What follows belongs to an exercise in optimizing a design on an open flow for small area; a production flow would make more cautious choices. Function was checked by simulation only, so behaviour that the tests miss may differ from the original. Power and IR drop assume default switching activity.

==> flow/design.v <==
`default_nettype none
package radar_pkg;
	localparam int unsigned frame_bits = 408;
	localparam logic [7:0] type_fixed = 8'd0;  
	localparam logic [7:0] type_chirp = 8'd1;  
	localparam logic [7:0] type_hop   = 8'd2;  
endpackage
`default_nettype wire
`timescale 1ns/1ps
`default_nettype none
module rc_cla #(
	parameter int unsigned W = 32,
	parameter int unsigned K = 8
) (
	input  logic [W-1:0] a,
	input  logic [W-1:0] b,
	input  logic         cin,
	output logic [W-1:0] s,
	output logic         cout
);
	localparam int unsigned NB = (W + K - 1) / K;
	logic [W-1:0] p;
	logic [W-1:0] g;
	logic [W-1:0] gi;  
	logic [W-1:0] pi;  
	logic [NB:0] bc;  
	always_comb
	begin
		p = a ^ b;
		g = a & b;
		for (int i = 0; i < W; i++)
		begin
			if (i % K == 0)
			begin
				gi[i] = g[i];
				pi[i] = p[i];
			end
			else
			begin
				gi[i] = g[i] | (p[i] & gi[i-1]);
				pi[i] = p[i] & pi[i-1];
			end
		end
		bc[0] = cin;
		for (int j = 0; j < NB; j++)
		begin
			if (j * K + K - 1 < W)
				bc[j+1] = gi[j*K+K-1] | (pi[j*K+K-1] & bc[j]);
			else
				bc[j+1] = gi[W-1] | (pi[W-1] & bc[j]);
		end
		for (int i = 0; i < W; i++)
		begin
			if (i % K == 0)
				s[i] = p[i] ^ bc[i/K];
			else
				s[i] = p[i] ^ (gi[i-1] | (pi[i-1] & bc[i/K]));
		end
		cout = bc[NB];
	end
endmodule
module rc_inc #(
	parameter int unsigned W = 32,
	parameter int unsigned K = 8,
	parameter bit down = 1'b0
) (
	input  logic [W-1:0] a,
	output logic [W-1:0] s
);
	localparam int unsigned NG = (W + K - 1) / K;
	logic [W-1:0] t;  
	logic [W-1:0] c;
	logic [NG-1:0] ga;  
	logic [NG:0] gc;
	always_comb
	begin
		t = down ? ~a : a;
		for (int j = 0; j < NG; j++)
		begin
			ga[j] = 1'b1;
			for (int i = j * K; i < j * K + K && i < W; i++)
				ga[j] = ga[j] & t[i];
		end
		gc[0] = 1'b1;
		for (int j = 0; j < NG; j++)
			gc[j+1] = gc[j] & ga[j];
		for (int i = 0; i < W; i++)
		begin
			if (i % K == 0)
				c[i] = gc[i/K];
			else
				c[i] = c[i-1] & t[i-1];
		end
		s = a ^ c;
	end
endmodule
module radar_ctrl_top #(
	parameter int unsigned sync_stages = 2,
	parameter int unsigned time_width = 64
) (
	input  logic                  clk,
	input  logic                  rst,
	input  logic                  sclk,
	input  logic                  cs,
	input  logic                  mosi,
	output logic [time_width-1:0] sys_time,
	output logic                  time_update,
	output logic                  busy,
	output logic                  pulse,
	output logic                  blank,
	output logic [47:0]           freq_word,
	output logic                  frame_error,
	output logic                  cmd_reject
);
	function automatic logic sum_eq(input logic [31:0] a, input logic [31:0] b,
		input logic [31:0] k);
		logic [31:0] c;
		c[0] = 1'b0;
		for (int i = 1; i < 32; i++)
			c[i] = (a[i-1] & b[i-1]) | ((a[i-1] | b[i-1]) & ~k[i-1]);
		sum_eq = ((a ^ b ^ k) == c);
	endfunction
	logic [1:0] sclk_sync;
	logic [1:0] cs_sync;
	logic [1:0] mosi_sync;
	logic sclk_d;
	logic cs_d;
	logic [8:0] bit_cnt;
	logic frame_valid;
	logic [407:0] sh;
	logic late;  
	logic late_bit;
	wire sclk_s = sclk_sync[1];
	wire cs_s = cs_sync[1];
	wire mosi_s = mosi_sync[1];
	wire sclk_rise = sclk_s & ~sclk_d;
	wire cs_rise = cs_s & ~cs_d;
	wire cs_fall = ~cs_s & cs_d;
	wire shift = sclk_rise & ~cs_s;
	always_ff @(posedge clk)
	begin
		if (rst)
		begin
			sclk_sync <= '0;
			cs_sync <= '1;
			mosi_sync <= '0;
			sclk_d <= 1'b0;
			cs_d <= 1'b1;
			bit_cnt <= '0;
			frame_valid <= 1'b0;
			frame_error <= 1'b0;
		end
		else
		begin
			sclk_sync <= {sclk_sync[0], sclk};
			cs_sync <= {cs_sync[0], cs};
			mosi_sync <= {mosi_sync[0], mosi};
			sclk_d <= sclk_s;
			cs_d <= cs_s;
			if (cs_fall)
				bit_cnt <= '0;
			else if (shift && bit_cnt != 9'd409)
				bit_cnt <= bit_cnt + 1'b1;
			frame_valid <= cs_rise && (bit_cnt == 9'd408);
			frame_error <= cs_rise && (bit_cnt != 9'd408);
		end
	end
	always_ff @(posedge clk)
	begin
		late <= shift && frame_valid;
		late_bit <= mosi_s;
		if ((shift && !frame_valid) || late)
			sh <= {sh[406:0], late ? late_bit : mosi_s};
	end
	logic ti_eq_tp;  
	logic [2:0] span_st;  
	localparam logic [2:0] span_pos = 3'd3;  
	localparam logic [2:0] span_neg = 3'd4;  
	wire in_tp = (bit_cnt >= 9'd312) && (bit_cnt <= 9'd343);
	wire in_tb2 = (bit_cnt >= 9'd376) && (bit_cnt <= 9'd407);
	logic [3:0] span_v;
	always_comb
	begin
		span_v = {1'b0, (bit_cnt == 9'd376) ? 2'd0 : span_st[1:0], 1'b0} + {3'b000, sh[63]} -
			{3'b000, sh[95]} - {3'b000, sh[31]} - {3'b000, mosi_s};
	end
	always_ff @(posedge clk)
	begin
		if (shift && in_tp)
			ti_eq_tp <= (bit_cnt == 9'd312 || ti_eq_tp) && (mosi_s == sh[31]);
		if (shift && in_tb2)
		begin
			if (bit_cnt != 9'd376 && (span_st == span_pos || span_st == span_neg))
				span_st <= span_st;
			else if (span_v[3])
				span_st <= span_neg;
			else if (span_v[2:0] >= 3'd3)
				span_st <= span_pos;
			else
				span_st <= {1'b0, span_v[1:0]};
		end
	end
	wire [63:0] f_ts = sh[215:152];
	wire [15:0] f_np = sh[151:136];
	wire [7:0]  f_pt = sh[135:128];
	wire [31:0] f_ti = sh[127:96];
	wire [31:0] f_tp = sh[95:64];
	wire [31:0] f_tb1 = sh[63:32];
	wire [31:0] f_tb2 = sh[31:0];
	wire bad = (f_np == '0) || (f_ti == '0) || ti_eq_tp || (span_st == span_neg) ||
		(f_pt[7:2] != '0) || (f_pt[1:0] == 2'b11);
	logic cmd_valid;
	always_ff @(posedge clk)
	begin
		if (rst)
		begin
			cmd_valid <= 1'b0;
			cmd_reject <= 1'b0;
		end
		else
		begin
			cmd_valid <= frame_valid && !bad;
			cmd_reject <= frame_valid && bad;
		end
	end
	logic [63:0] p_ts;
	logic [15:0] p_np;
	logic [31:0] p_ti;
	logic [31:0] p_tp;
	logic [31:0] p_tb1;
	logic [31:0] p_tb2;
	logic [47:0] p_freq;
	logic [47:0] p_step;
	logic [31:0] p_rate;
	logic p_chirp;
	logic p_hop;
	always_ff @(posedge clk)
	begin
		if (frame_valid && !bad)
		begin
			p_ts <= f_ts;
			p_np <= f_np;
			p_ti <= f_ti;
			p_tp <= f_tp;
			p_tb1 <= f_tb1;
			p_tb2 <= f_tb2;
			p_freq <= sh[343:296];
			p_step <= sh[295:248];
			p_rate <= sh[247:216];
			p_chirp <= f_pt[0];
			p_hop <= f_pt[1];
		end
	end
	wire [63:0] preset = sh[407:344];
	logic pending;
	logic applied;
	logic have_cmd;
	logic seq_busy;
	wire apply = !seq_busy && (cmd_valid || pending);
	always_ff @(posedge clk)
	begin
		if (rst)
		begin
			pending <= 1'b0;
			applied <= 1'b0;
			have_cmd <= 1'b0;
		end
		else
		begin
			applied <= apply;
			if (apply)
				have_cmd <= 1'b1;
			if (cmd_valid)
				pending <= seq_busy;
			else if (!seq_busy)
				pending <= 1'b0;
		end
	end
	logic [63:0] a_ts;  
	logic [15:0] a_np;  
	logic [31:0] a_ti;
	logic [31:0] a_tp;
	logic [31:0] a_tb1;
	logic [31:0] a_tb2;
	logic [47:0] a_freq;
	logic [47:0] a_step;
	logic [31:0] a_rate;
	logic a_chirp;
	logic a_hop;
	logic [63:0] seq_time;
	logic seq_update;
	logic armed;
	logic running;
	logic seq_pulse;
	logic seq_bh;  
	logic seq_bt;  
	logic seq_start;
	logic [63:0] time_inc;
	logic [63:0] time_n;
	logic start_hit;
	logic last_slot;
	logic last_pulse;
	logic [31:0] phase_inc;
	logic [15:0] np_dec;
	logic at_head;  
	logic at_tail;  
	rc_inc #(.W(64), .K(8)) time_inc_i (.a(seq_time), .s(time_inc));
	rc_inc #(.W(32), .K(8)) phase_inc_i (.a(a_ts[31:0]), .s(phase_inc));
	rc_inc #(.W(16), .K(8), .down(1'b1)) np_dec_i (.a(a_np), .s(np_dec));
	always_comb
	begin
		time_n = cmd_valid ? preset : time_inc;
		start_hit = (armed || applied) && !running && (time_n == a_ts);
		last_slot = (phase_inc == a_tp);
		last_pulse = (a_np == 16'd1);
		at_head = sum_eq(a_ti, a_tb2, phase_inc);
		at_tail = sum_eq(phase_inc, a_tb1, a_tp);
	end
	always_ff @(posedge clk)
	begin
		if (rst)
		begin
			seq_time <= '0;
			seq_update <= 1'b0;
			armed <= 1'b0;
			running <= 1'b0;
			seq_busy <= 1'b0;
			seq_pulse <= 1'b0;
			seq_bh <= 1'b0;
			seq_bt <= 1'b0;
			seq_start <= 1'b0;
		end
		else
		begin
			seq_time <= time_n;
			seq_update <= cmd_valid;
			if (start_hit)
			begin
				armed <= 1'b0;
				running <= 1'b1;
				seq_busy <= 1'b1;
				seq_pulse <= 1'b1;
				seq_bh <= 1'b1;
				seq_bt <= 1'b0;
				seq_start <= 1'b1;
			end
			else if (running)
			begin
				if (last_slot)
				begin
					running <= !last_pulse;
					seq_busy <= !last_pulse;
					seq_pulse <= !last_pulse;
					seq_bh <= !last_pulse;
					seq_bt <= 1'b0;
					seq_start <= !last_pulse;
				end
				else
				begin
					seq_pulse <= seq_pulse && (phase_inc != a_ti);
					seq_bh <= seq_bh && !at_head;
					seq_bt <= seq_bt || at_tail;
					seq_start <= 1'b0;
				end
			end
			else
			begin
				if (applied)
					armed <= 1'b1;
				else if (cmd_valid)
					armed <= 1'b0;
				seq_busy <= applied || (armed && !cmd_valid);
				seq_pulse <= 1'b0;
				seq_bh <= 1'b0;
				seq_bt <= 1'b0;
				seq_start <= 1'b0;
			end
		end
	end
	logic started;
	wire [31:0] rate_left_n = a_ts[63:32];  
	wire rate_hit = (rate_left_n[31:1] == '1);
	logic [31:0] rate_dec_n;
	logic [47:0] freq_sum;
	logic unused_c2;
	rc_inc #(.W(32), .K(8)) rate_dec_i (.a(rate_left_n), .s(rate_dec_n));
	rc_cla #(.W(48), .K(16)) freq_add (
		.a(freq_word), .b(a_step), .cin(1'b0), .s(freq_sum), .cout(unused_c2)
	);
	always_ff @(posedge clk)
	begin
		if (rst || applied)
		begin
			freq_word <= '0;
			started <= 1'b0;
		end
		else if (seq_start)
		begin
			started <= 1'b1;
			freq_word <= (started && a_hop) ? freq_sum : a_freq;
		end
		else if (!started)
		begin
			if (have_cmd)
				freq_word <= a_freq;
		end
		else if (a_chirp)
		begin
			if (seq_pulse && rate_hit)
				freq_word <= freq_sum;
		end
		else if (!a_hop)
			freq_word <= a_freq;
	end
	always_ff @(posedge clk)
	begin
		if (apply)
		begin
			a_ti <= p_ti;
			a_tp <= p_tp;
			a_tb1 <= p_tb1;
			a_tb2 <= p_tb2;
			a_freq <= p_freq;
			a_step <= p_step;
			a_rate <= p_rate;
			a_chirp <= p_chirp;
			a_hop <= p_hop;
		end
		if (apply)
			a_np <= p_np;
		else if (running && last_slot)
			a_np <= np_dec;
		if (start_hit)
			a_ts[31:0] <= '0;
		else if (running)
			a_ts[31:0] <= last_slot ? 32'd0 : phase_inc;
		else if (apply)
			a_ts[31:0] <= p_ts[31:0];
		if (apply)
			a_ts[63:32] <= p_ts[63:32];
		else if (!rst && !applied)
		begin
			if (seq_start || (started && a_chirp && seq_pulse && rate_hit))
				a_ts[63:32] <= ~a_rate;
			else if (started && a_chirp && seq_pulse)
				a_ts[63:32] <= rate_dec_n;
		end
	end
	always_ff @(posedge clk)
	begin
		if (rst)
		begin
			sys_time <= '0;
			time_update <= 1'b0;
			busy <= 1'b0;
			pulse <= 1'b0;
			blank <= 1'b0;
		end
		else
		begin
			sys_time <= seq_time;
			time_update <= seq_update;
			busy <= seq_busy;
			pulse <= seq_pulse;
			blank <= seq_bh || seq_bt;
		end
	end
endmodule
`default_nettype wire
==> flow/flow/run.sh <==
#!/bin/bash
# The standard ORFS layout (standard.sh, unchanged synthesis), with two
# layout choices made through ORFS's own variables:
#  - CTS: clkbuf_8 clock buffers over clusters of up to 16 flip-flops, and no
#    dummy loads;
#  - port buffers: every input and output still gets one, the smallest buffer.
# The make output goes to standard_flow.log; ORFS keeps each step's log under
# orfs/logs.
set -euo pipefail
export CTS_ARGS="-sink_clustering_enable -repair_clock_nets -dont_use_dummy_load -sink_clustering_size 16 -sink_clustering_max_diameter 80 -buf_list sky130_fd_sc_hd__clkbuf_8"
export BUFFER_PORTS_ARGS="-buffer_cell sky130_fd_sc_hd__buf_1"
bash standard.sh > standard_flow.log 2>&1
==> flow/standard.sh <==
#!/bin/bash
# synth_recipe.tcl (not shown) runs the flow's synth.tcl, then flattens the netlist and writes it again
# the make line also repeats each setting of config.mk as NAME=value (left out here)
make -C /OpenROAD-flow-scripts/flow DESIGN_CONFIG=/design/flow/config.mk WORK_HOME=/design/flow/orfs CLKGATE_MAP_FILE= SYNTH_SCRIPT=/design/flow/synth_recipe.tcl "${@:-finish}"
==> flow/config.mk <==
export PLATFORM = sky130hd
export DESIGN_NAME = radar_ctrl_top
export DESIGN_NICKNAME = radar_ctrl_top
export VERILOG_FILES = /design/flow/design.v
export SDC_FILE = /design/flow/constraint.sdc
export NUM_CORES = 4
export LEC_CHECK = 0
export CAP_MARGIN = 0
export CORE_MARGIN = 2
export CORE_UTILIZATION = 70
export PLACE_DENSITY = 0.8
export SLEW_MARGIN = 0
==> flow/constraint.sdc <==
create_clock -name core_clock -period 10.0 [get_ports {clk}]
set_input_delay 2.0000 -clock core_clock [delete_from_list [all_inputs] [get_ports {clk}]]
set_output_delay 2.0000 -clock core_clock [all_outputs]
set_load 0.01 [all_outputs]
==> impl_metrics.toml <==
[run_status]
run_status = "no timing/DRC/antenna violations"

[placement]
replace_congestion = 0.9227
post-dp-hpwl_um = 60890
portBuffers = 122

[final_layout]
fin_nets = 3512
final_layout_size_suffix_gt1_share_pct = 4.879
multi_input_area_mm2 = 0.01163
area.growth.synth_to_final_pct = 5.633
n_fill_cell = 4079
regArea_mm2 = 0.03666

[pwr]
power.combinational.fraction_pct = 2.1
power.total_w = 0.008275
power.static_leakage_nw = 16.63
power.net_switching_w = 0.001609
p_clk_share_pct = 27.8
power_switching_share_pct = 19.44
vdd.ir_drop.worst_uv = 133.7
internal_power_w = 0.006666
pwr_density_cell_mw_per_mm2 = 159.1
pwr-share-seq_pct = 70.1

[clock_network]
clk_root_buffer_cell = "clkbuf_8"
clk-insertion-delay-late_ns = 0.73
clock_transition_time_at_the_flip_flop_clock_pins_of_the_worst_setup_and_hold_paths_ns = 0.10
cts_hold_buf = 0
post-cts-setup-buffers = 0
clock_sink_count = 1303
htree_levels = 3
cts_tree = "done"
cts_made_buffers = 91
clock_path_buffers = 3
ctsResizeCount = 0

[synthesis]
synthArstFlopShare_pct = 0
synth_largest_type_area_fraction_pct = 64.40
synthDistinctLibCells = 69
syn_inst = 3116
yosys-top-cells-count = "1056 x edfxtp_1, 265 x nor2_1, 247 x dfxtp_1"
count_of_yosys_warnings_during_synthesis = 5
post_synth_instance_area_mm2 = 0.04924
synth_top_cell_by_area = "edfxtp_1"
synth.net_count = 3367
synth_most_common_cell = "edfxtp_1"
synth_sequential_area_ratio_pct = 74.44
top_post_synthesis_cells_by_area = "edfxtp_1 64%, dfxtp_1 10%, ha_1 4.2%, fa_1 3.3%, xnor2_1 2.2%"
count_of_flip_flops_with_a_built_in_enable_after_synthesis = 1056
yosys_register_bits = 1303
dominantRegCellSynth = "edfxtp_1"
postSynthAreaPerCell_um2 = 15.80

[floorplan]
floorplan.io_pins = 123
floorplan.core_area_mm2 = 0.06979
floorplan.die_area_mm2 = 0.07248
die-height_um = 269.2
initial_core_util_pct = 70.56
number_of_core_rows = 97
die-width_um = 269.2

[global_route]
globalRouteTotalUtil_pct = 25.18
global_route.usage.met1_pct = 34.77
globalRoute.totalOverflow = 0
grt_pass1_wl_um = 141300
use_met2_pct = 41.94
busiest_layer_in_global_routing = "met2"
grt_use_met3_pct = 3.927
grt_pass1_vias = 25540
grt_max_degree = 180
grt_antenna_before_repair = 1

[routing]
drtIter0Drc = 2229
drt_pre_antenna_iters = 6
route.detailed.vias_per_inst = 5.939
remaining_drc_errors = 0
detailroute.via_count = 24950
post_dr_wirelength_cell_um = 21.65
detail_route.wirelength_um = 90940
drtAntennaViolNets = 0

[worst_setup_path]
critical-path-top-cell-by-count = "fa_1"
worst_ep_arrival_time_ns = 9.78
worstPathRequired_ns = 10.59
worst_setup_path_end_kind = "flop"
critical_path.max_fanout = 4
critical_path.startpoint_type = "flop"
worstRegToRegCells = 25
cpPeakStageDelay_ns = 0.46
critical_path_class = "reg -> reg"
critical-path-slowest-cell = "o41ai_2"
worst-r2r-setup-slack_ns = 0.81

[timing]
hold_violations = 0
finalClockSkew_ns = 0.07957
finalWorstPathRequiredPeriod_ns = 9.185
slew_viol_final = 0
max_slew_margin_pct = 4.288
tightestPinTransition_ns = 1.430
setup_viol = 0
setup_tns_ns = 0
grt_setup_unrepaired = "false"
fmax_mhz = 108.9
finalCritPeriodShare_pct = 91.85

[flow_run]
drv_cap = 0

[hold_path]
whs_path_depth = 0
hold_path.class = "reg -> reg"
-- stage by stage --
stage	instances	utilization (%)	instance area, um2	setup WS (ns)	hold slack, ns
floorplan	3116	-	49250	0.3668	0.3895
global placement	4108	72.73	50760	1.234	0.3940
detailed placement	4108	72.73	50760	0.9078	0.4045
CTS	4199	74.53	52010	0.8302	0.3838
global route	4200	74.53	52010	0.5002	0.3924
finish	4201	74.54	52010	0.8147	0.3818
-- cell type report --
cell class | instances | share of cell area (%)
antenna | 2 | 0.009622
tap | 940 | 2.261
clock buffer | 91 | 2.408
multi-input combinational | 1557 | 22.36
timing repair buffer | 145 | 1.292
sequential | 1303 | 70.48
inverter | 163 | 1.191
-- power by group through the flow --
stage | registers [W] | logic, W | clock network (W)
after floorplan | 0.00593 | 0.000115 | 0
after global placement | 0.00593 | 0.000163 | 0
after detailed placement | 0.00593 | 0.000169 | 0
after CTS | 0.00580 | 0.000170 | 0.00237
after global routing | 0.00581 | 0.000184 | 0.00254
final | 0.00580 | 0.000170 | 0.00230
-- registers in the layout, indices dropped and copies added (netlist names), 16 cells and up --
register,flops
p_np,16
p_tp,32
p_ts,64
p_tb1,32
a_step,48
sh,408
a_np,16
a_ts,64
p_rate,32
p_freq,48
a_tb1,32
p_tb2,32
a_rate,32
p_ti,32
a_freq,48
p_step,48
sys_time,64
freq_word,48
a_tp,32
a_ti,32
seq_time,64
a_tb2,32
-- logic make-up after synthesis --
| logic type | count (synthesis) | synth area share (%) |
|---|---|---|
| AO/OA/AOI/OAI | 349 | 4.358 |
| XOR/XNOR | 218 | 3.878 |
| adder cells (fa/ha/maj) | 246 | 7.486 |
| buffers and inverters | 256 | 2.035 |
| flip-flops | 1303 | 74.44 |
| multiplexers | 65 | 1.339 |
| AND/OR/NAND/NOR | 679 | 6.464 |
-- routing by layer --
metal	routed length (um)	up-vias	share of wire, %
met4	2426	0	2.7
met1	38310	12450	42
met2	44720	829	49
met5	0	-	0
met3	5481	152	6.0
li1	-	11520	-
-- critical path, delay by kind of cell (launching register included) --
kind | cells | cell delay [ns]
AOI/OAI and AO/OA | 8 | 2.09
adders and majority gates | 16 | 6.20
DFF | 1 | 0.38
muxes | 1 | 0.37
-- path summary, 6_finish.rpt --
check	from	to
max reg2reg	a_step[0]	freq_word[40]
max	a_step[0]	freq_word[40]
min	p_freq[8]	a_freq[8]
min reg2reg	p_freq[8]	a_freq[8]
-- cell usage in the layout, fill, tap and decap left out, types with 8 or more instances in the layout --
master / Yosys / routed
a211oi_1: 12 / 11
a21o_1: 12 / 11
a21oi_1: 173 / 173
a311oi_1: 21 / 21
a31oi_1: 37 / 37
buf_1: 13 / 121
buf_4: 5 / 20
clkbuf_8: 0 / 91
dfxtp_1: 247 / 245
edfxtp_1: 1056 / 1056
fa_1: 81 / 81
ha_1: 165 / 165
inv_1: 161 / 161
mux2i_1: 58 / 58
nand2_1: 157 / 156
nand3_1: 17 / 17
nand4_1: 55 / 55
nor2_1: 265 / 263
nor2b_1: 77 / 77
nor3_1: 22 / 22
nor4_1: 45 / 45
o211ai_1: 9 / 9
o21ai_0: 36 / 34
o22ai_1: 8 / 8
xnor2_1: 121 / 121
xor2_1: 97 / 97

separate check: timing with driven ports:
No port has a modelled driver above. Below, the same layout with a new extraction and two added sets of constraints. Step 1, drivers: a clkbuf_16 drives clk and a buf_2 each remaining input, both assumed. Step 2 adds t to the input delays and takes it off the output delays; t is the mean of the earliest and latest rising clock arrival at the registers after step 1. Input paths then give back, and output paths get back, about the clock's delay inside the block. a / b / c = no drivers / after step 1 / after step 2; a / b = the first two.
shift t [ns]: 0.767
slack for setup (ns): 0.815 / 0.815 / 0.815
worst slew at a driven data input, ns: 0.03
pins driven straight from the clock port: 1
After both steps setup and hold are still met in this run. The setup slack of this run moves by 0.000 ns with the drivers and by 0.000 ns with both steps.
